This is an optimization exercise on Yosys and OpenROAD, whose aim is small area, a short achievable clock period and few clock cycles per item, not a production implementation. RTL that was checked went through simulation tests only; none was proved equivalent to the original. Power figures rest on the tool's default switching activity, not on a simulated workload.

Setup of lane 3:
Design clear_ram_top, start of the top module:
module clear_ram_top (
    input  logic       CLK,
    input  logic       RST_N,
    input  logic       EN,
    input  logic       WE,
    input  logic [7:0] ADDR,
    input  logic [9:0] Din,
    input  logic       CLR,
    output logic [9:0] Dout,
    output logic       DVALID,
    output logic       ERR,
    output logic       BUSY,
    output logic       DBG_STATE
);
clock: 4.5 ns
lec_check: 0
cap_margin: 20
core_margin: 2
core_utilization: 62
cts_cluster_diameter: 70
cts_cluster_size: 20
place_density: 0.76
setup_slack_margin: 2.4
slew_margin: 20
tns_end_percent: 10
run.sh (not shown) runs the stock make flow with config.mk's settings and CLKGATE_MAP_FILE= SYNTH_SCRIPT=/design/flow/synth_recipe.tcl, a recipe that flattens the netlist after the stock synthesis.
## Diff of input files: lane 2 against lane 3
- a change of PLACE_DENSITY from 0.76 to 0.7
- a change of CORE_UTILIZATION from 62 to 55
==> comparison <==
Switching share of total power: lane 2 vs lane 3 down 0.30 points. Against lane 3, lane 2 comes in 0.72% higher on cell-internal power. Share of total power in combinational logic: lane 2 vs lane 3 down 0.7 points. Re core utilization: lane 3 was higher than lane 2.
No run of this note included a check of the RTL's function; only the layout flow was run.

* * *

## the previous run
clear_ram_top, a different RTL version from the one above (not shown whole).
Size: roughly 3,700 cells after synthesis, about 2,000 flip-flops, about 37 I/O pins, about 79,000 um2 of cells after synthesis.
Settings: LEC_CHECK=0, CAP_MARGIN=20, CORE_MARGIN=2, CORE_UTILIZATION=50, CTS_CLUSTER_DIAMETER=90, CTS_CLUSTER_SIZE=25, PLACE_DENSITY=0.66, SETUP_SLACK_MARGIN=2.6, SLEW_MARGIN=20, TNS_END_PERCENT=5; clock period 4.5 ns.
Testbench counts of the previous run, summed over its fixed seeds: cycles 27,169, accesses 26,977.
diff inputs: the previous run => the current run
-- flow/config.mk --
<<< the previous run, line 9
export CORE_MARGIN = 2
export CORE_UTILIZATION = 50
export CTS_CLUSTER_DIAMETER = 90
export CTS_CLUSTER_SIZE = 25
export PLACE_DENSITY = 0.66
export SETUP_SLACK_MARGIN = 2.6
>>> the current run, line 9
export CORE_MARGIN = 2
export CORE_UTILIZATION = 40
export CTS_CLUSTER_DIAMETER = 90
export CTS_CLUSTER_SIZE = 25
export SETUP_SLACK_MARGIN = 2.6
Re total number of sequential cells: no difference whatsoever between the previous run and the current run.
[the current run] overall die height rose 12% relative to the previous run
The current run — combinational power about 1% higher, the previous run as reference
Relative to the previous run, the share of cells above drive strength 1 of the current run is lower by 0.62 points.
The current run: sum of internal, switching and leakage power 0.39% above the previous run
Per the final summary, the previous run finished and its layout is clean on timing, DRC and antenna.
In summary, the current run completed successfully, with a layout that passed the timing, design-rule and antenna checks.
On die area: between the previous run and the current run, it ends up lower for the previous run.
Compared to the previous run, the current run shows a wider setup margin.
The current run vs. the previous run: number of instances in the synthesized netlist barely changed, layout filler cell count climbed about 44%, via count normalized by instance count dropped 0.67.

* * *

The RTL this note starts from:
==> flow/design.v <==
module clear_ram #(
    parameter int                    ADDR_WIDTH    = 8,
    parameter int                    DATA_WIDTH    = 10,
    parameter int                    MEM_SIZE      = 256,
    parameter logic [DATA_WIDTH-1:0] CLR_VALUE     = '0,
    parameter bit                    INIT_ON_RESET = 1'b1
) (
    input  logic                  CLK,
    input  logic                  RST_N,
    input  logic                  EN,
    input  logic                  WE,
    input  logic [ADDR_WIDTH-1:0] ADDR,
    input  logic [DATA_WIDTH-1:0] Din,
    input  logic                  CLR,
    output logic [DATA_WIDTH-1:0] Dout,
    output logic                  DVALID,
    output logic                  ERR,
    output logic                  BUSY,
    output logic                  DBG_STATE
);
    logic [DATA_WIDTH-1:0] mem [0:MEM_SIZE-1];
    logic                  busy_q;
    logic                  clr_q;
    logic                  idle;
    logic                  clr_all;
    logic                  addr_ok;
    logic                  wr_fire;
    logic                  rd_fire;
    logic                  err_fire;
    logic [DATA_WIDTH-1:0] wdata;
    localparam int NLEAF = 1 << ADDR_WIDTH;
    function automatic int node_depth(input int n);
        int d;
        d = 0;
        for (int k = 1; k < 31; k++) if ((n >> k) != 0) d = k;
        node_depth = d;
    endfunction
    logic [2*NLEAF-1:1][DATA_WIDTH-1:0] node;
    always_ff @(posedge CLK or negedge RST_N) begin
        if (!RST_N) begin
            busy_q <= INIT_ON_RESET;
            clr_q  <= INIT_ON_RESET;
        end else begin
            busy_q <= !busy_q && CLR;
            clr_q  <= !clr_q && CLR;
        end
    end
    assign BUSY      = busy_q;
    assign DBG_STATE = busy_q;
    assign addr_ok  = (ADDR < ADDR_WIDTH'(MEM_SIZE));
    assign idle     = !busy_q && !CLR;
    assign clr_all  = clr_q;
    assign wr_fire  = idle && EN && WE;
    assign rd_fire  = idle && EN && !WE;
    assign err_fire = idle && EN && !addr_ok;
    assign wdata    = clr_all ? CLR_VALUE : Din;
    always_ff @(posedge CLK) begin
        for (int i = 0; i < MEM_SIZE; i++) begin
            if (clr_all || (wr_fire && ADDR == ADDR_WIDTH'(i))) mem[i] <= wdata;
        end
    end
    for (genvar a = 0; a < NLEAF; a++) begin : g_leaf
        if (a < MEM_SIZE) begin : g_word
            assign node[NLEAF + a] = mem[a];
        end else begin : g_none
            assign node[NLEAF + a] = '0;
        end
    end
    for (genvar n = 1; n < NLEAF; n++) begin : g_node
        assign node[n] = ADDR[ADDR_WIDTH - 1 - node_depth(n)] ? node[2*n + 1] : node[2*n];
    end
    always_ff @(posedge CLK or negedge RST_N) begin
        if (!RST_N) begin
            Dout   <= '0;
            DVALID <= 1'b0;
            ERR    <= 1'b0;
        end else begin
            DVALID <= rd_fire;
            ERR    <= err_fire;
            if (rd_fire) Dout <= node[1];
        end
    end
endmodule
module clear_ram_top (
    input  logic       CLK,
    input  logic       RST_N,
    input  logic       EN,
    input  logic       WE,
    input  logic [7:0] ADDR,
    input  logic [9:0] Din,
    input  logic       CLR,
    output logic [9:0] Dout,
    output logic       DVALID,
    output logic       ERR,
    output logic       BUSY,
    output logic       DBG_STATE
);
    clear_ram #(
        .ADDR_WIDTH   (8),
        .DATA_WIDTH   (10),
        .MEM_SIZE     (200),
        .CLR_VALUE    (10'h000),
        .INIT_ON_RESET(1'b1)
    ) u_ram (
        .CLK      (CLK),
        .RST_N    (RST_N),
        .EN       (EN),
        .WE       (WE),
        .ADDR     (ADDR),
        .Din      (Din),
        .CLR      (CLR),
        .Dout     (Dout),
        .DVALID   (DVALID),
        .ERR      (ERR),
        .BUSY     (BUSY),
        .DBG_STATE(DBG_STATE)
    );
endmodule
make LEC_CHECK=0 CAP_MARGIN=5 CORE_MARGIN=2 CORE_UTILIZATION=55 CTS_CLUSTER_DIAMETER=90 CTS_CLUSTER_SIZE=25 PLACE_DENSITY=0.7 SETUP_SLACK_MARGIN=2.3 SLEW_MARGIN=5 TNS_END_PERCENT=20 finish   # period 4.5 ns
The starting point finished but failed the layout checks on slew limit.
Testbench counts at the start, summed over its fixed seeds: cycles 27,169, accesses 26,977.
Edit:
Settings changed: CAP_MARGIN 5 to 20, CTS_CLUSTER_DIAMETER 90 to 70, CTS_CLUSTER_SIZE 25 to 20, SETUP_SLACK_MARGIN 2.3 to 2.4, SLEW_MARGIN 5 to 20, TNS_END_PERCENT 20 to 10.
=> Now the flow completed with no timing, DRC or antenna violations. Routed wire length went down by 0.54%. Setup slack improved by 0.13 ns. Hold slack improved by 0.038 ns. Core utilization went up by 0.44 points. Total power went up by 4.6%. Sequential share of layout area went down by 0.45 points. Clock skew went down by 0.017 ns.

static timing again, ports no longer ideal:
No port has a modelled driver above. Below, the same layouts with a new extraction and two added sets of constraints. Step 1 sets driving cells, clkbuf_16 on the clock port and buf_2 on the other inputs (assumed; they add their load-dependent delay and slew). Step 2 also shifts input and output timing later by t, the mid clock arrival at the registers, as if the neighbouring blocks saw the same clock. Three values: ideal, step 1, step 2; two values: the first two.
run | t (ns) | slack for setup (ns) | worst setup path after step 2 | clock arrival spread, ns | pins driven straight from the clock port
lane 3 | 0.837 | 1.639 / 1.420 / 0.582 | input to register | 0.032 / 0.033 | 1
lane 2 | 0.843 | 1.844 / 1.559 / 0.716 | input to register | 0.066 / 0.066 | 1
the previous run | 0.837 | 1.894 / 1.780 / 0.944 | input to register | 0.049 / 0.049 | 1
the current run | 0.840 | 1.918 / 1.633 / 0.793 | input to register | 0.069 / 0.069 | 1
the first run of note 3 | 0.833 | 1.871 / 1.816 / 0.984 | input to register | 0.057 / 0.057 | 1
the second run of note 3 | 0.840 | 1.997 / 1.708 / 0.868 | input to register | 0.038 / 0.038 | 1
The setup slack of the second run of note 3, which loses most, moves by -0.289 ns with the drivers and by -1.129 ns with both steps.
